Source: an optimization exercise on an open RTL-to-GDS flow (aim: small area, a short achievable clock period and few clock cycles). Production flows keep margins and buffers that such runs may drop.
The RTL was checked by simulation tests, not by an equivalence proof against the original design.
Power is estimated from default activity; no workload was simulated.

==> v7: inputs <==
==> flow/design.v <==
package lifeg_pkg;
	localparam int GRID_W_DFLT = 64;
	localparam int GRID_H_DFLT = 64;
	localparam int ROWS_PER_STEP = 8;
	localparam int RSP_DEPTH = 4;
	localparam logic [1:0] CMD_WRITE   = 2'd0;
	localparam logic [1:0] CMD_READ    = 2'd1;
	localparam logic [1:0] CMD_ADVANCE = 2'd2;
endpackage
module lifeg_ram #(
	parameter int W = 64,
	parameter int H = 64,
	parameter int K = 8
) (
	input  logic         clk,
	input  logic         sweep,      
	input  logic         fill_zero,  
	input  logic         first,      
	input  logic         last,       
	input  logic         top_edge,   
	input  logic         bot_edge,   
	input  logic [H-1:0] wrow,       
	input  logic [H-1:0] keep,       
	input  logic [W-1:0] wdata,
	input  logic [H-1:0] rsel,       
	input  logic         rodd,       
	output logic [W-1:0] rdata
);
	logic [W-1:0] z_q [H];    
	logic [W-1:0] row [H];    
	logic [W-1:0] prev_q, first_q;
	logic [W-1:0] nxt [K];
	for (genvar r = 0; r < H; r++) begin : g_true
		assign row[r] = ((r / K) % 2 == 1) ? ~z_q[r] : z_q[r];
	end
	logic [W-1:0] ev_up, ev_dn;
	assign ev_up = top_edge ? '0 : (first ? row[H-1] : prev_q);
	assign ev_dn = bot_edge ? '0 : (last ? first_q : row[K]);
	for (genvar j = 0; j < K; j++) begin : g_ev
		lifeg_rule #(.W(W)) u_rule (
			.up (j == 0     ? ev_up : row[j-1]),
			.mid(row[j]),
			.dn (j == K - 1 ? ev_dn : row[j+1]),
			.nxt(nxt[j])
		);
	end
	for (genvar r = 0; r < H; r++) begin : g_row
		localparam bit INV = ((r / K) % 2 == 1);
		logic [W-1:0] d;
		logic [W-1:0] wd_n;
		assign wd_n = INV ? wdata : ~wdata;
		if (r < H - K) begin : g_mid
			assign d = ~(({W{wrow[r]}} & wd_n) | ({W{keep[r]}} & z_q[r+K]));
		end else begin : g_bot
			logic [W-1:0] ev_n;
			assign ev_n = fill_zero ? (INV ? '0 : '1) : (INV ? nxt[r-(H-K)] : ~nxt[r-(H-K)]);
			assign d = ~(({W{sweep}} & ev_n) | ({W{wrow[r]}} & wd_n) | ({W{keep[r]}} & z_q[r+K-H]));
		end
		always_ff @(posedge clk) begin
			z_q[r] <= d;
		end
	end
	always_ff @(posedge clk) begin
		prev_q <= row[K-1];
		if (sweep && first)
			first_q <= row[0];
	end
	always_comb begin
		rdata = '0;
		for (int r = 0; r < H; r++)
			rdata = rdata | (z_q[r] & {W{rsel[r]}});
		rdata = rdata ^ {W{rodd}};
	end
endmodule
module lifeg_fa (
	input  logic a,
	input  logic b,
	input  logic c,
	output logic s,
	output logic co
);
	assign s  = a ^ b ^ c;
	assign co = (a & b) | (a & c) | (b & c);
endmodule
module lifeg_rule #(
	parameter int W = 64
) (
	input  logic [W-1:0] up,
	input  logic [W-1:0] mid,
	input  logic [W-1:0] dn,
	output logic [W-1:0] nxt
);
	logic [W+1:0] a0, a1;
	assign a0[0]   = 1'b0;
	assign a1[0]   = 1'b0;
	assign a0[W+1] = 1'b0;
	assign a1[W+1] = 1'b0;
	for (genvar c = 0; c < W; c++) begin : g_col
		lifeg_fa u_col (.a(up[c]), .b(mid[c]), .c(dn[c]), .s(a0[c+1]), .co(a1[c+1]));
	end
	for (genvar c = 0; c < W; c++) begin : g_cell
		logic p, k, q0, q1, s2, c2;
		lifeg_fa u_lo  (.a(a0[c]), .b(a0[c+1]), .c(a0[c+2]), .s(p),  .co(k));
		lifeg_fa u_hi  (.a(a1[c]), .b(a1[c+1]), .c(a1[c+2]), .s(q0), .co(q1));
		lifeg_fa u_sum (.a(k),     .b(q0),      .c(p),       .s(s2), .co(c2));
		assign nxt[c] = !s2 && (c2 ^ q1) && (p || mid[c]);
	end
endmodule
module life_automaton_grid_unit #(
	parameter int GRID_W = lifeg_pkg::GRID_W_DFLT,
	parameter int GRID_H = lifeg_pkg::GRID_H_DFLT
) (
	input  logic       clk,
	input  logic       arst_n,
	input  logic       req_valid,
	output logic       req_ready,
	input  logic [1:0] req_cmd,
	input  logic [5:0] req_pos_x,
	input  logic [5:0] req_pos_y,
	input  logic       req_write_alive,
	output logic       rsp_valid,
	input  logic       rsp_ready,
	output logic       rsp_read_alive,
	output logic       rsp_op_done
);
	localparam int W  = GRID_W;
	localparam int H  = GRID_H;
	localparam int K  = lifeg_pkg::ROWS_PER_STEP;
	localparam int NS = H / K;
	localparam int CW = (NS > 1) ? $clog2(NS) : 1;
	localparam int D  = lifeg_pkg::RSP_DEPTH;
	localparam int OW = $clog2(D + 1);
	logic          s_q, clr_q, pend_q;
	logic [CW-1:0] cnt_q, ph_q, phn_q, ph0_q;
	logic          first_f_q, last_f_q, top_f_q, bot_f_q;    
	logic          first, last, start, s_d;
	logic [CW-1:0] cnt_d;
	assign first = (cnt_q == '0);
	assign last  = (cnt_q == CW'(NS - 1));
	logic rdy_q;
	logic acc, pop;
	assign req_ready = rdy_o_q;
	assign acc       = req_valid && rdy_q;
	logic       h_v_q;
	logic [1:0] h_cmd_q;
	logic [5:0] h_x_q, h_y_q;
	logic       h_wd_q;
	logic       n_v;
	logic [1:0] n_cmd;
	logic [5:0] n_x, n_y;
	logic       n_wd;
	logic       n_ok, n_go, n_adv;
	logic       c_wr;
	logic       busy_rw;      
	logic [CW-1:0] cnt_rw;    
	assign n_v   = h_v_q || acc;
	assign n_cmd = h_v_q ? h_cmd_q : req_cmd;
	assign n_x   = h_v_q ? h_x_q   : req_pos_x;
	assign n_y   = h_v_q ? h_y_q   : req_pos_y;
	assign n_wd  = h_v_q ? h_wd_q  : req_write_alive;
	assign n_adv = (n_cmd == lifeg_pkg::CMD_ADVANCE);
	assign busy_rw = pend_q || (s_q && !last);
	assign cnt_rw  = pend_q ? '0 : (s_q ? cnt_q + 1'b1 : cnt_q);
	always_comb begin
		logic [CW-1:0] band_step;
		band_step = CW'(n_y / K) - ph0_q;
		if (n_adv)
			n_ok = !(s_q && !last) && !pend_q;
		else if (n_cmd == lifeg_pkg::CMD_WRITE || n_cmd == lifeg_pkg::CMD_READ)
			n_ok = !busy_rw || (band_step < cnt_rw);
		else
			n_ok = 1'b1;
	end
	assign n_go = n_v && n_ok;
	always_ff @(posedge clk or negedge arst_n) begin
		if (!arst_n)
			h_v_q <= 1'b0;
		else
			h_v_q <= n_v && !n_ok;
	end
	always_ff @(posedge clk) begin
		if (!h_v_q) begin
			h_cmd_q <= req_cmd;
			h_x_q   <= req_pos_x;
			h_y_q   <= req_pos_y;
			h_wd_q  <= req_write_alive;
		end
	end
	logic         c_v_q;
	logic [1:0]   c_cmd_q;
	logic [5:0]   c_x_q, c_y_q;
	logic         c_wd_q;
	logic [H-1:0] c_yoh_q;    
	logic         c_odd_q;    
	logic [H-1:0] yoh_d;
	logic [NS-1:0] boh_pre, boh;
	logic [K-1:0]  roh;
	always_comb begin
		boh_pre = NS'(1) << n_y[5:3];
		boh     = NS'({boh_pre, boh_pre} >> phn_q);
		roh     = K'(1) << n_y[2:0];
		for (int r = 0; r < H; r++)
			yoh_d[r] = boh[r / K] && roh[r % K];
	end
	logic         fwd_q;      
	always_ff @(posedge clk or negedge arst_n) begin
		if (!arst_n)
			c_v_q <= 1'b0;
		else
			c_v_q <= n_go;
	end
	always_ff @(posedge clk) begin
		c_cmd_q <= n_cmd;
		c_x_q   <= n_x;
		c_y_q   <= n_y;
		c_yoh_q <= yoh_d;
		c_odd_q <= n_y[3] ^ phn_q[0];
		fwd_q   <= c_wr && (c_y_q == n_y);
		c_wd_q  <= n_wd;
	end
	assign c_wr = c_v_q && (c_cmd_q == lifeg_pkg::CMD_WRITE);
	logic         e_v_q;
	logic [1:0]   e_cmd_q;
	logic [W-1:0] e_xoh_q;
	logic         e_wd_q;
	logic [W-1:0] rr_q;
	logic [H-1:0] wrow_q, wrow_d, keep_q, keep_d;
	logic [W-1:0] xoh, nr;
	assign xoh = e_xoh_q;
	assign nr  = (rr_q & ~xoh) | (xoh & {W{e_wd_q}});
	logic [W-1:0] rdata;
	always_ff @(posedge clk or negedge arst_n) begin
		if (!arst_n) begin
			ph_q      <= '0;
			phn_q     <= CW'(1);
			top_f_q   <= 1'b1;
			bot_f_q   <= 1'b0;
		end else begin
			ph_q      <= phn_q;
			phn_q     <= phn_q + 1'b1;
			top_f_q   <= (phn_q == '0);
			bot_f_q   <= (phn_q == CW'(NS - 1));
		end
	end
	lifeg_ram #(
		.W(W),
		.H(H),
		.K(K)
	) u_grid (
		.clk      (clk),
		.sweep    (s_q),
		.fill_zero(clr_q),
		.first    (first_f_q),
		.last     (last_f_q),
		.top_edge (top_f_q),
		.bot_edge (bot_f_q),
		.wrow     (wrow_q),
		.keep     (keep_q),
		.wdata    (nr),
		.rsel     (c_yoh_q),
		.rodd     (c_odd_q),
		.rdata    (rdata)
	);
	always_comb begin
		for (int r = 0; r < H; r++)
			wrow_d[r] = c_wr && c_yoh_q[(r + 2 * K) % H];
		for (int r = 0; r < H; r++)
			keep_d[r] = !wrow_d[r] && !((r >= H - K) && s_d);
	end
	always_ff @(posedge clk or negedge arst_n) begin
		if (!arst_n)
			e_v_q <= 1'b0;
		else
			e_v_q <= c_v_q;
	end
	always_ff @(posedge clk) begin
		e_cmd_q <= c_cmd_q;
		e_xoh_q <= W'(1) << c_x_q;
		e_wd_q  <= c_wd_q;
		rr_q    <= fwd_q ? nr : rdata;
		wrow_q  <= wrow_d;
		keep_q  <= keep_d;
	end
	assign start = (n_go && n_adv && !c_wr) || pend_q;
	assign s_d   = start || (s_q && !last);
	assign cnt_d = start ? '0 : (s_q ? cnt_q + 1'b1 : cnt_q);
	always_ff @(posedge clk or negedge arst_n) begin
		if (!arst_n) begin
			s_q    <= 1'b1;
			clr_q  <= 1'b1;
			pend_q <= 1'b0;
			cnt_q  <= '0;
			ph0_q  <= '0;
			first_f_q <= 1'b1;
			last_f_q  <= 1'b0;
		end else begin
			pend_q <= n_go && n_adv && c_wr;
			s_q    <= s_d;
			cnt_q  <= cnt_d;
			first_f_q <= (cnt_d == '0);
			last_f_q  <= (cnt_d == CW'(NS - 1));
			if (start)
				ph0_q <= ph_q + 1'b1;
			if (s_q && last)
				clr_q <= 1'b0;
		end
	end
	logic [OW-1:0] out_q, out_d;
	assign pop   = qv_q[0] && rsp_ready;
	assign out_d = out_q + OW'(acc) - OW'(pop);
	logic rdy_d, rdy_o_q;
	assign rdy_d = !(n_v && !n_ok) && (out_d < OW'(D));
	always_ff @(posedge clk or negedge arst_n) begin
		if (!arst_n)
			out_q <= '0;
		else
			out_q <= out_d;
	end
	always_ff @(posedge clk) begin
		rdy_q   <= rdy_d;
		rdy_o_q <= rdy_d;
	end
	logic [D-1:0] qv_q, qd_q, qv_d, qd_d;
	logic         push, push_d;
	assign push   = e_v_q;
	assign push_d = (e_cmd_q == lifeg_pkg::CMD_READ) && |(rr_q & e_xoh_q);
	always_comb begin
		qv_d = qv_q;
		qd_d = qd_q;
		if (pop) begin
			qv_d = qv_q >> 1;
			qd_d = qd_q >> 1;
		end
		if (push) begin
			for (int i = D - 1; i >= 0; i--) begin
				if (!qv_d[i] && (i == 0 || qv_d[(i == 0) ? 0 : i-1])) begin
					qd_d[i] = push_d;
				end
			end
			qv_d = (qv_d << 1) | 1'b1;
		end
	end
	always_ff @(posedge clk or negedge arst_n) begin
		if (!arst_n)
			qv_q <= '0;
		else
			qv_q <= qv_d;
	end
	logic rsp_v_o_q;
	always_ff @(posedge clk) begin
		qd_q      <= qd_d;
		rsp_v_o_q <= qv_d[0];
	end
	assign rsp_valid      = rsp_v_o_q;
	assign rsp_op_done    = rsp_v_o_q;
	assign rsp_read_alive = qd_q[0];
endmodule
==> flow/flow/run.sh <==
#!/bin/bash
set -o pipefail
export SETUP_SLACK_MARGIN=6.3
bash standard.sh > standard.log 2>&1
==> flow/standard.sh <==
#!/bin/bash
# synth_recipe.tcl (not shown) runs the flow's synth.tcl, then flattens the netlist and writes it again
# the make line also repeats each setting of config.mk as NAME=value (left out here)
make -C /OpenROAD-flow-scripts/flow DESIGN_CONFIG=/design/flow/config.mk WORK_HOME=/design/flow/orfs CLKGATE_MAP_FILE= SYNTH_SCRIPT=/design/flow/synth_recipe.tcl "${@:-finish}"
==> flow/config.mk <==
export PLATFORM = sky130hd
export DESIGN_NAME = life_automaton_grid_unit
export DESIGN_NICKNAME = life_automaton_grid_unit
export VERILOG_FILES = /design/flow/design.v
export SDC_FILE = /design/flow/constraint.sdc
export NUM_CORES = 4
export LEC_CHECK = 0
export CAP_MARGIN = 20
export CORE_MARGIN = 2
export CORE_UTILIZATION = 33
export PLACE_DENSITY = 0.42
export SLEW_MARGIN = 20
export SYNTH_HIERARCHICAL = 1
export SYNTH_MEMORY_MAX_BITS = 8192
export TNS_END_PERCENT = 100
==> flow/constraint.sdc <==
create_clock -name core_clock -period 10.0 [get_ports {clk}]
set_input_delay 2.0000 -clock core_clock [delete_from_list [all_inputs] [get_ports {clk}]]
set_output_delay 2.0000 -clock core_clock [all_outputs]
set_load 0.01 [all_outputs]
==> v19: changes against v7 <==
==> flow/design.v, changed modules only <==
module lifeg_ram #(
	parameter int W = 64,
	parameter int H = 64,
	parameter int K = 8
) (
	input  logic         clk,
	input  logic         sweep,      
	input  logic         fill_zero,  
	input  logic         first,      
	input  logic         first_n,    
	input  logic         last_n,     
	input  logic         top_n,      
	input  logic         bot_n,      
	input  logic [H-1:0] wrow,       
	input  logic [H-1:0] keep,       
	input  logic [W-1:0] wdata,
	input  logic [H-1:0] rsel,       
	input  logic         rodd,       
	output logic [W-1:0] rdata
);
	logic [W-1:0] z_q [H];    
	logic [W-1:0] row [H];    
	logic [W-1:0] up_q, dn_q, first_q;
	logic [W-1:0] d_all [H];   
	logic [W-1:0] nxt [K];
	for (genvar r = 0; r < H; r++) begin : g_true
		assign row[r] = ((r / K) % 2 == 1) ? ~z_q[r] : z_q[r];
	end
	logic [W-1:0] ev_up, ev_dn;
	assign ev_up = up_q;
	assign ev_dn = dn_q;
	for (genvar j = 0; j < K; j++) begin : g_ev
		lifeg_rule #(.W(W)) u_rule (
			.up (j == 0     ? ev_up : row[j-1]),
			.mid(row[j]),
			.dn (j == K - 1 ? ev_dn : row[j+1]),
			.nxt(nxt[j])
		);
	end
	for (genvar r = 0; r < H; r++) begin : g_row
		localparam bit INV = ((r / K) % 2 == 1);
		logic [W-1:0] d;
		logic [W-1:0] wd_n;
		assign wd_n = INV ? wdata : ~wdata;
		if (r < H - K) begin : g_mid
			assign d = ~(({W{wrow[r]}} & wd_n) | ({W{keep[r]}} & z_q[r+K]));
		end else begin : g_bot
			logic [W-1:0] ev_n;
			assign ev_n = fill_zero ? (INV ? '0 : '1) : (INV ? nxt[r-(H-K)] : ~nxt[r-(H-K)]);
			assign d = ~(({W{sweep}} & ev_n) | ({W{wrow[r]}} & wd_n) | ({W{keep[r]}} & z_q[r+K-H]));
		end
		assign d_all[r] = d;
		always_ff @(posedge clk) begin
			z_q[r] <= d;
		end
	end
	always_ff @(posedge clk) begin
		if (top_n)
			up_q <= '0;
		else if (first_n)
			up_q <= ~d_all[H-1];
		else
			up_q <= row[K-1];
		if (bot_n)
			dn_q <= '0;
		else if (last_n)
			dn_q <= first_q;
		else
			dn_q <= ~d_all[K];
		if (sweep && first)
			first_q <= row[0];
	end
	always_comb begin
		rdata = '0;
		for (int r = 0; r < H; r++)
			rdata = rdata | (z_q[r] & {W{rsel[r]}});
		rdata = rdata ^ {W{rodd}};
	end
endmodule
module life_automaton_grid_unit #(
	parameter int GRID_W = lifeg_pkg::GRID_W_DFLT,
	parameter int GRID_H = lifeg_pkg::GRID_H_DFLT
) (
	input  logic       clk,
	input  logic       arst_n,
	input  logic       req_valid,
	output logic       req_ready,
	input  logic [1:0] req_cmd,
	input  logic [5:0] req_pos_x,
	input  logic [5:0] req_pos_y,
	input  logic       req_write_alive,
	output logic       rsp_valid,
	input  logic       rsp_ready,
	output logic       rsp_read_alive,
	output logic       rsp_op_done
);
	localparam int W  = GRID_W;
	localparam int H  = GRID_H;
	localparam int K  = lifeg_pkg::ROWS_PER_STEP;
	localparam int NS = H / K;
	localparam int CW = (NS > 1) ? $clog2(NS) : 1;
	localparam int D  = lifeg_pkg::RSP_DEPTH;
	localparam int OW = $clog2(D + 1);
	logic          s_q, clr_q, pend_q;
	logic [CW-1:0] cnt_q, ph_q, phn_q, ph0_q;
	logic          first, last, start, s_d;
	logic [CW-1:0] cnt_d;
	assign first = (cnt_q == '0);
	assign last  = (cnt_q == CW'(NS - 1));
	logic rdy_q;
	logic acc, pop;
	assign req_ready = rdy_o_q;
	assign acc       = req_valid && rdy_q;
	logic       h_v_q;
	logic [1:0] h_cmd_q;
	logic [5:0] h_x_q, h_y_q;
	logic       h_wd_q;
	logic       n_v;
	logic [1:0] n_cmd;
	logic [5:0] n_x, n_y;
	logic       n_wd;
	logic       n_ok, n_go, n_adv;
	logic       c_wr;
	logic       busy_rw;      
	logic [CW-1:0] cnt_rw;    
	assign n_v   = h_v_q || acc;
	assign n_cmd = h_v_q ? h_cmd_q : req_cmd;
	assign n_x   = h_v_q ? h_x_q   : req_pos_x;
	assign n_y   = h_v_q ? h_y_q   : req_pos_y;
	assign n_wd  = h_v_q ? h_wd_q  : req_write_alive;
	assign n_adv = (n_cmd == lifeg_pkg::CMD_ADVANCE);
	assign busy_rw = pend_q || (s_q && !last);
	assign cnt_rw  = pend_q ? '0 : (s_q ? cnt_q + 1'b1 : cnt_q);
	always_comb begin
		logic [CW-1:0] band_step;
		band_step = CW'(n_y / K) - ph0_q;
		if (n_adv)
			n_ok = !(s_q && !last) && !pend_q;
		else if (n_cmd == lifeg_pkg::CMD_WRITE || n_cmd == lifeg_pkg::CMD_READ)
			n_ok = !busy_rw || (band_step < cnt_rw);
		else
			n_ok = 1'b1;
	end
	assign n_go = n_v && n_ok;
	always_ff @(posedge clk or negedge arst_n) begin
		if (!arst_n)
			h_v_q <= 1'b0;
		else
			h_v_q <= n_v && !n_ok;
	end
	always_ff @(posedge clk) begin
		if (!h_v_q) begin
			h_cmd_q <= req_cmd;
			h_x_q   <= req_pos_x;
			h_y_q   <= req_pos_y;
			h_wd_q  <= req_write_alive;
		end
	end
	logic         c_v_q;
	logic [1:0]   c_cmd_q;
	logic [5:0]   c_x_q, c_y_q;
	logic         c_wd_q;
	logic [H-1:0] c_yoh_q;    
	logic         c_odd_q;    
	logic [H-1:0] yoh_d;
	logic [NS-1:0] boh_pre, boh;
	logic [K-1:0]  roh;
	always_comb begin
		boh_pre = NS'(1) << n_y[5:3];
		boh     = NS'({boh_pre, boh_pre} >> phn_q);
		roh     = K'(1) << n_y[2:0];
		for (int r = 0; r < H; r++)
			yoh_d[r] = boh[r / K] && roh[r % K];
	end
	logic         fwd_q;      
	always_ff @(posedge clk or negedge arst_n) begin
		if (!arst_n)
			c_v_q <= 1'b0;
		else
			c_v_q <= n_go;
	end
	always_ff @(posedge clk) begin
		c_cmd_q <= n_cmd;
		c_x_q   <= n_x;
		c_y_q   <= n_y;
		c_yoh_q <= yoh_d;
		c_odd_q <= n_y[3] ^ phn_q[0];
		fwd_q   <= c_wr && (c_y_q == n_y);
		c_wd_q  <= n_wd;
	end
	assign c_wr = c_v_q && (c_cmd_q == lifeg_pkg::CMD_WRITE);
	logic         e_v_q;
	logic [1:0]   e_cmd_q;
	logic [W-1:0] e_xoh_q;
	logic         e_wd_q;
	logic [W-1:0] rr_q;
	logic [H-1:0] wrow_q, wrow_d, keep_q, keep_d;
	logic [W-1:0] xoh, nr;
	assign xoh = e_xoh_q;
	assign nr  = (rr_q & ~xoh) | (xoh & {W{e_wd_q}});
	logic [W-1:0] rdata;
	always_ff @(posedge clk or negedge arst_n) begin
		if (!arst_n) begin
			ph_q      <= '0;
			phn_q     <= CW'(1);
		end else begin
			ph_q      <= phn_q;
			phn_q     <= phn_q + 1'b1;
		end
	end
	lifeg_ram #(
		.W(W),
		.H(H),
		.K(K)
	) u_grid (
		.clk      (clk),
		.sweep    (s_q),
		.fill_zero(clr_q),
		.first    (first),
		.first_n  (cnt_d == '0),
		.last_n   (cnt_d == CW'(NS - 1)),
		.top_n    (phn_q == '0),
		.bot_n    (phn_q == CW'(NS - 1)),
		.wrow     (wrow_q),
		.keep     (keep_q),
		.wdata    (nr),
		.rsel     (c_yoh_q),
		.rodd     (c_odd_q),
		.rdata    (rdata)
	);
	always_comb begin
		for (int r = 0; r < H; r++)
			wrow_d[r] = c_wr && c_yoh_q[(r + 2 * K) % H];
		for (int r = 0; r < H; r++)
			keep_d[r] = !wrow_d[r] && !((r >= H - K) && s_d);
	end
	always_ff @(posedge clk or negedge arst_n) begin
		if (!arst_n)
			e_v_q <= 1'b0;
		else
			e_v_q <= c_v_q;
	end
	always_ff @(posedge clk) begin
		e_cmd_q <= c_cmd_q;
		e_xoh_q <= W'(1) << c_x_q;
		e_wd_q  <= c_wd_q;
		rr_q    <= fwd_q ? nr : rdata;
		wrow_q  <= wrow_d;
		keep_q  <= keep_d;
	end
	assign start = (n_go && n_adv && !c_wr) || pend_q;
	assign s_d   = start || (s_q && !last);
	assign cnt_d = start ? '0 : (s_q ? cnt_q + 1'b1 : cnt_q);
	always_ff @(posedge clk or negedge arst_n) begin
		if (!arst_n) begin
			s_q    <= 1'b1;
			clr_q  <= 1'b1;
			pend_q <= 1'b0;
			cnt_q  <= '0;
			ph0_q  <= '0;
		end else begin
			pend_q <= n_go && n_adv && c_wr;
			s_q    <= s_d;
			cnt_q  <= cnt_d;
			if (start)
				ph0_q <= ph_q + 1'b1;
			if (s_q && last)
				clr_q <= 1'b0;
		end
	end
	logic [OW-1:0] out_q, out_d;
	assign pop   = qv_q[0] && rsp_ready;
	assign out_d = out_q + OW'(acc) - OW'(pop);
	logic rdy_d, rdy_o_q;
	assign rdy_d = !(n_v && !n_ok) && (out_d < OW'(D));
	always_ff @(posedge clk or negedge arst_n) begin
		if (!arst_n)
			out_q <= '0;
		else
			out_q <= out_d;
	end
	always_ff @(posedge clk) begin
		rdy_q   <= rdy_d;
		rdy_o_q <= rdy_d;
	end
	logic [D-1:0] qv_q, qd_q, qv_d, qd_d;
	logic         push, push_d;
	assign push   = e_v_q;
	assign push_d = (e_cmd_q == lifeg_pkg::CMD_READ) && |(rr_q & e_xoh_q);
	always_comb begin
		qv_d = qv_q;
		qd_d = qd_q;
		if (pop) begin
			qv_d = qv_q >> 1;
			qd_d = qd_q >> 1;
		end
		if (push) begin
			for (int i = D - 1; i >= 0; i--) begin
				if (!qv_d[i] && (i == 0 || qv_d[(i == 0) ? 0 : i-1])) begin
					qd_d[i] = push_d;
				end
			end
			qv_d = (qv_d << 1) | 1'b1;
		end
	end
	always_ff @(posedge clk or negedge arst_n) begin
		if (!arst_n)
			qv_q <= '0;
		else
			qv_q <= qv_d;
	end
	logic rsp_v_o_q, rsp_d_o_q;
	always_ff @(posedge clk) begin
		qd_q      <= qd_d;
		rsp_v_o_q <= qv_d[0];
		rsp_d_o_q <= qv_d[0];
	end
	assign rsp_valid      = rsp_v_o_q;
	assign rsp_op_done    = rsp_d_o_q;
	assign rsp_read_alive = qd_q[0];
endmodule
- CTS_CLUSTER_SIZE: not set -> 20
==> comparison table <==
                                                                               v19                  v7
Endpoint of the most critical register-to-register path          u_grid.z_q[6][21]            rr_q[18]
Launch point of the worst reg-to-reg path                                   e_wd_q         c_yoh_q[28]
DIE AREA                                                                639000 um2          637000 um2
Initial antenna violation count                                                210                 202
Met1 GRT Util                                                                54.5%               54.2%
Fraction of met3 tracks used by global routing                               21.0%               21.1%
Status                                                    timing/DRC/antenna clean     failed layout checks
Reasons for failing layout checks                                                -  antenna violations
Delay of the slowest cell on the worst path                                1050 ps             1030 ps
Crit path launch                                                            e_wd_q         c_yoh_q[28]
Number of sequential cells in the layout                                      4659                4599
Cell count of the worst reg-to-reg path                                          5                   7
Average via count per standard cell                                           7.83                7.84
Final-stage net count                                                        18600               18700
Multi-input gate share of the layout cell area                               44.8%               45.1%
Starting Density                                                             33.1%               33.1%
Total standard cell area after synthesis                                209000 um2          208000 um2
Number of standard cells in the layout, taps in and fillers out              25600               25600
Placer Congestion                                                             1.03               0.981
Share of layout cells above drive strength 1                                 11.5%               12.7%
Total of cells resized after clock tree synthesis                               46                  65
GR Util All Layers                                                           44.4%               44.2%
Proportion of total power due to net switching                               42.1%               41.9%
Total of fill cells in the finished design                                   61100               60800
Testbench counts of v7, summed over its fixed seeds: cycles 5,290.
Testbench counts of v19, summed over its fixed seeds: cycles 5,290.

-- port drivers added, routing unchanged --
Ports are ideal in the flow. The routed layouts listed here were re-timed in OpenROAD.
Step 1, drivers: a clkbuf_16 drives clk and a buf_2 each remaining input, both assumed.
Step 2 moves the port delays by t, midway between the first and last clock arrival at a register: inputs arrive t later, outputs are due t later. That takes back most of the time a late clock gives input paths.
Slacks: no drivers / after step 1 / after step 2; pairs: no drivers / after step 1.
run	t, ns	setup slack, ns	worst setup path after step 2	pins driven straight from the clock port
v7	1.281	5.997 / 5.997 / 5.433	input to register	1
v19	1.284	6.218 / 6.218 / 5.082	input to register	1
For v19, which loses most, drivers alone change the setup slack by 0.000 ns; drivers and shift together by -1.136 ns.
